This is an optimization exercise on Yosys and OpenROAD, whose aim is small area, not a production implementation.
Function was checked by simulation only, so behaviour that the tests miss may differ from the original.
Power figures rest on the tool's default switching activity, not on a simulated workload.

==> flow/design.v <==
module imem_array
#(
    parameter int DATA_W = 32,
    parameter int DEPTH  = 64
) (
    input  logic              clk,
    input  logic [DEPTH-1:0]  wset,
    input  logic [DEPTH-1:0]  wkeep,
    input  logic [DATA_W-1:0] wdata,
    input  logic              wref,
    output logic [DATA_W-1:0] rdata,
    output logic              rref
);
    logic [DEPTH-1:0] col_q [DATA_W];
    logic [DEPTH-1:0] ref_q;
    for (genvar r = 0; r < DEPTH; r++) begin : g_row
        for (genvar b = 0; b < DATA_W; b++) begin : g_bit
            imem_cell u_cell (
                .clk  (clk),
                .set  (wset[r]),
                .keep (wkeep[r]),
                .d    (wdata[b]),
                .q    (col_q[b][r])
            );
        end
        imem_cell u_ref (
            .clk  (clk),
            .set  (wset[r]),
            .keep (wkeep[r]),
            .d    (wref),
            .q    (ref_q[r])
        );
    end
    for (genvar b = 0; b < DATA_W; b++) begin : g_rd
        imem_col_read #(.DEPTH(DEPTH)) u_rd (.d(col_q[b]), .sel_n(wkeep), .y(rdata[b]));
    end
    imem_col_read #(.DEPTH(DEPTH)) u_rd_ref (.d(ref_q), .sel_n(wkeep), .y(rref));
endmodule
module imem_col_read
#(
    parameter int DEPTH = 64
) (
    input  logic [DEPTH-1:0] d,
    input  logic [DEPTH-1:0] sel_n,
    output logic             y
);
    assign y = &(d | sel_n);
endmodule
module imem_cell (
    input  logic clk,
    input  logic set,
    input  logic keep,
    input  logic d,
    output logic q
);
    always_ff @(posedge clk) begin
        q <= ~((set | q) & (keep | d));
    end
endmodule
module instruction_memory_sync
#(
    parameter int                DATA_W    = 32,
    parameter int                ADDR_W    = 32,
    parameter int                DEPTH     = 64,
    parameter logic [DATA_W-1:0] NOP_INSTR = DATA_W'(32'h0000_0000)
) (
    input  logic                     clk,
    input  logic                     reset,
    input  logic [ADDR_W-1:0]        pc_i,
    input  logic                     rd_en,
    input  logic                     stall,
    input  logic                     flush,
    input  logic                     ld_en,
    input  logic                     ld_we,
    input  logic [$clog2(DEPTH)-1:0] ld_addr,
    input  logic [DATA_W-1:0]        ld_data,
    output logic [DATA_W-1:0]        instr_o,
    output logic                     instr_valid,
    output logic                     fault_misaligned,
    output logic                     fault_range,
    output logic                     ld_busy,
    output logic [$clog2(DEPTH):0]   ld_count
);
    localparam int AW = $clog2(DEPTH);
    localparam int CW = AW + 1;
    logic [1:0]        state;
    logic              misaligned;
    logic              out_of_range;
    logic              in_run;
    logic              in_load;
    logic              run_go;
    logic              fetch;
    logic              hold;
    logic              ld_wr;
    logic [DEPTH-1:0]  wset;
    logic [DEPTH-1:0]  wkeep;
    logic [1:0]        state_next;
    logic              wfill;
    logic [DATA_W-1:0] mem_rdata;
    logic              mem_rref;
    logic [DATA_W-1:0] instr_q;
    logic              iref_q;
    assign misaligned   = (pc_i[1:0] != 2'b00);
    assign out_of_range = (pc_i[ADDR_W-1:AW+2] != '0);
    assign in_run       = (state == 2'b00);
    assign in_load      = (state == 2'b01);
    assign run_go       = !reset && in_run && !ld_en && !flush;
    assign fetch        = run_go && !stall && rd_en && !misaligned && !out_of_range;
    assign hold         = run_go && stall;
    assign ld_wr        = ld_en && ld_we && !reset;
    always_comb begin
        if (reset) begin
            state_next = 2'b00;
        end else begin
            case (state)
                2'b00:   state_next = ld_en ? 2'b01 : 2'b00;
                2'b01:   state_next = ld_en ? 2'b01 : 2'b10;
                default: state_next = 2'b00;
            endcase
        end
    end
    always_ff @(posedge clk) begin
        state <= state_next;
        wfill <= !state_next[0];
    end
    always_ff @(posedge clk) begin
        if (!run_go) begin
            instr_valid      <= 1'b0;
            fault_misaligned <= 1'b0;
            fault_range      <= 1'b0;
        end else if (!stall) begin
            instr_valid      <= rd_en && !misaligned && !out_of_range;
            fault_misaligned <= rd_en && misaligned;
            fault_range      <= rd_en && !misaligned && out_of_range;
        end
    end
    always_ff @(posedge clk) begin
        if (reset || (in_run && ld_en)) begin
            ld_count <= '0;
        end else if (in_load && ld_wr && ld_count != CW'(DEPTH)) begin
            ld_count <= ld_count + CW'(1);
        end
    end
    logic [AW-1:0]     row_addr;
    logic [DATA_W-1:0] wdata;
    logic              row_wr;
    logic              row_act;
    assign row_addr = state[0] ? ld_addr : pc_i[AW+1:2];
    assign row_wr   = in_load && ld_wr;
    assign row_act  = (state[0] && ld_wr) || fetch;
    assign wdata    = ld_data | {DATA_W{wfill}};
    for (genvar r = 0; r < DEPTH; r++) begin : g_dec
        assign wset[r]  = row_wr && (row_addr == AW'(r));
        assign wkeep[r] = !(row_act && (row_addr == AW'(r)));
    end
    imem_array #(
        .DATA_W (DATA_W),
        .DEPTH  (DEPTH)
    ) u_array (
        .clk   (clk),
        .wset  (wset),
        .wkeep (wkeep),
        .wdata (wdata),
        .wref  (wfill),
        .rdata (mem_rdata),
        .rref  (mem_rref)
    );
    always_ff @(posedge clk) begin
        instr_q <= (fetch ? mem_rdata : '0) | (hold ? instr_q : '0);
        iref_q  <= (fetch && mem_rref) || (hold && iref_q);
    end
    assign instr_o = (instr_q ^ {DATA_W{iref_q}}) | (instr_valid ? DATA_W'(0) : NOP_INSTR);
    assign ld_busy = !in_run;
endmodule
==> flow/config.mk <==
export PLATFORM = sky130hd
export DESIGN_NAME = instruction_memory_sync
export DESIGN_NICKNAME = instruction_memory_sync
export VERILOG_FILES = /design/flow/design.v
export SDC_FILE = /design/flow/constraint.sdc
export NUM_CORES = 4
export LEC_CHECK = 0
export CAP_MARGIN = 20
export CORE_MARGIN = 2
export CORE_UTILIZATION = 50
export SLEW_MARGIN = 20
export SYNTH_HIERARCHICAL = 1
==> flow/constraint.sdc <==
create_clock -name core_clock -period 5.0 [get_ports {clk}]
set_input_delay 1.0000 -clock core_clock [delete_from_list [all_inputs] [get_ports {clk}]]
set_output_delay 1.0000 -clock core_clock [all_outputs]
set_load 0.01 [all_outputs]
standard.sh (not shown) runs the stock make flow with config.mk's settings and CLKGATE_MAP_FILE= SYNTH_SCRIPT=/design/flow/synth_recipe.tcl, a recipe that flattens the netlist after the stock synthesis.
==> flow/flow/run.sh <==
#!/bin/bash
# The standard layout (standard.sh), with two changes passed to ORFS through
# its own variables:
#  - CTS: clock buffers of one type (clkbuf_16) in sink clusters of up to 34
#    flip-flops, and no dummy loads added for balancing;
#  - port buffering: every input and output port still gets its own buffer,
#    a buf_1 instead of the default choice.
# Each tool's full output goes to the ORFS logs under orfs/logs/; the make
# output of the whole run goes to standard.log here.
set -euo pipefail
export CTS_ARGS="-sink_clustering_enable -repair_clock_nets -dont_use_dummy_load -buf_list sky130_fd_sc_hd__clkbuf_16 -sink_clustering_size 34 -sink_clustering_max_diameter 72"
export BUFFER_PORTS_ARGS="-buffer_cell sky130_fd_sc_hd__buf_1"
bash standard.sh > standard.log 2>&1
==> next run, changes <==
--- a/flow/design.v
+++ b/flow/design.v
@@ -5,14 +5,13 @@
 ) (
     input  logic              clk,
     input  logic [DEPTH-1:0]  wset,
     input  logic [DEPTH-1:0]  wkeep,
     input  logic [DATA_W-1:0] wdata,
     input  logic              wref,
-    output logic [DATA_W-1:0] rdata,
-    output logic              rref
+    output logic [DATA_W-1:0] rdata
 );
     logic [DEPTH-1:0] col_q [DATA_W];
     logic [DEPTH-1:0] ref_q;
     for (genvar r = 0; r < DEPTH; r++) begin : g_row
         for (genvar b = 0; b < DATA_W; b++) begin : g_bit
             imem_cell u_cell (
@@ -28,16 +27,19 @@
             .set  (wset[r]),
             .keep (wkeep[r]),
             .d    (wref),
             .q    (ref_q[r])
         );
     end
+    logic [DATA_W-1:0] rd_col;
+    logic              rd_ref;
     for (genvar b = 0; b < DATA_W; b++) begin : g_rd
-        imem_col_read #(.DEPTH(DEPTH)) u_rd (.d(col_q[b]), .sel_n(wkeep), .y(rdata[b]));
+        imem_col_read #(.DEPTH(DEPTH)) u_rd (.d(col_q[b]), .sel_n(wkeep), .y(rd_col[b]));
     end
-    imem_col_read #(.DEPTH(DEPTH)) u_rd_ref (.d(ref_q), .sel_n(wkeep), .y(rref));
+    imem_col_read #(.DEPTH(DEPTH)) u_rd_ref (.d(ref_q), .sel_n(wkeep), .y(rd_ref));
+    assign rdata = rd_col ^ {DATA_W{rd_ref}};
 endmodule
 module imem_col_read
 #(
     parameter int DEPTH = 64
 ) (
     input  logic [DEPTH-1:0] d,
@@ -91,40 +93,32 @@
     logic              run_go;
     logic              fetch;
     logic              hold;
     logic              ld_wr;
     logic [DEPTH-1:0]  wset;
     logic [DEPTH-1:0]  wkeep;
-    logic [1:0]        state_next;
-    logic              wfill;
     logic [DATA_W-1:0] mem_rdata;
-    logic              mem_rref;
     logic [DATA_W-1:0] instr_q;
-    logic              iref_q;
     assign misaligned   = (pc_i[1:0] != 2'b00);
     assign out_of_range = (pc_i[ADDR_W-1:AW+2] != '0);
     assign in_run       = (state == 2'b00);
     assign in_load      = (state == 2'b01);
     assign run_go       = !reset && in_run && !ld_en && !flush;
     assign fetch        = run_go && !stall && rd_en && !misaligned && !out_of_range;
     assign hold         = run_go && stall;
     assign ld_wr        = ld_en && ld_we && !reset;
-    always_comb begin
+    always_ff @(posedge clk) begin
         if (reset) begin
-            state_next = 2'b00;
+            state <= 2'b00;
         end else begin
             case (state)
-                2'b00:   state_next = ld_en ? 2'b01 : 2'b00;
-                2'b01:   state_next = ld_en ? 2'b01 : 2'b10;
-                default: state_next = 2'b00;
+                2'b00:   state <= ld_en ? 2'b01 : 2'b00;
+                2'b01:   state <= ld_en ? 2'b01 : 2'b10;
+                default: state <= 2'b00;
             endcase
         end
-    end
-    always_ff @(posedge clk) begin
-        state <= state_next;
-        wfill <= !state_next[0];
     end
     always_ff @(posedge clk) begin
         if (!run_go) begin
             instr_valid      <= 1'b0;
             fault_misaligned <= 1'b0;
             fault_range      <= 1'b0;
@@ -145,30 +139,28 @@
     logic [DATA_W-1:0] wdata;
     logic              row_wr;
     logic              row_act;
     assign row_addr = state[0] ? ld_addr : pc_i[AW+1:2];
     assign row_wr   = in_load && ld_wr;
     assign row_act  = (state[0] && ld_wr) || fetch;
-    assign wdata    = ld_data | {DATA_W{wfill}};
+    assign wdata    = ld_data | {DATA_W{!state[0]}};
     for (genvar r = 0; r < DEPTH; r++) begin : g_dec
         assign wset[r]  = row_wr && (row_addr == AW'(r));
         assign wkeep[r] = !(row_act && (row_addr == AW'(r)));
     end
     imem_array #(
         .DATA_W (DATA_W),
         .DEPTH  (DEPTH)
     ) u_array (
         .clk   (clk),
         .wset  (wset),
         .wkeep (wkeep),
         .wdata (wdata),
-        .wref  (wfill),
-        .rdata (mem_rdata),
-        .rref  (mem_rref)
+        .wref  (!state[0]),
+        .rdata (mem_rdata)
     );
     always_ff @(posedge clk) begin
         instr_q <= (fetch ? mem_rdata : '0) | (hold ? instr_q : '0);
-        iref_q  <= (fetch && mem_rref) || (hold && iref_q);
     end
-    assign instr_o = (instr_q ^ {DATA_W{iref_q}}) | (instr_valid ? DATA_W'(0) : NOP_INSTR);
+    assign instr_o = instr_q | (instr_valid ? DATA_W'(0) : NOP_INSTR);
     assign ld_busy = !in_run;
 endmodule
Die area hardly moves.
Setup slack is worse by 0.12 ns.
Total power stays flat.
Worst hold slack hardly moves.
First-iteration DRC count went up by 12%.

[static timing again, ports no longer ideal]
The results above use ideal ports. As a check the final layouts listed here were re-extracted and re-timed, cells and wires unchanged. Step 1, drivers: a clkbuf_16 drives clk and a buf_2 each remaining input, both assumed. Step 2, shift: input delay + t, output delay - t, t = (earliest + latest rising clock arrival at the registers) / 2. This alone moves slack from input paths to output paths. a / b / c = no drivers / after step 1 / after step 2; a / b = the first two.
| run | t, ns | setup WS [ns] | worst setup path at the end | cell pins on the clock port's net |
|---|---|---|---|---|
| the first run | 0.820 | 0.471 / 0.471 / -0.087 | input to register | 1 |
| the second run | 0.845 | 0.351 / 0.399 / -0.433 | input to register | 1 |
With both steps, setup timing fails in the first run and the second run, where it was met with ideal ports. The setup slack of the second run, which loses most, moves by +0.048 ns with the drivers and by -0.784 ns with both steps.
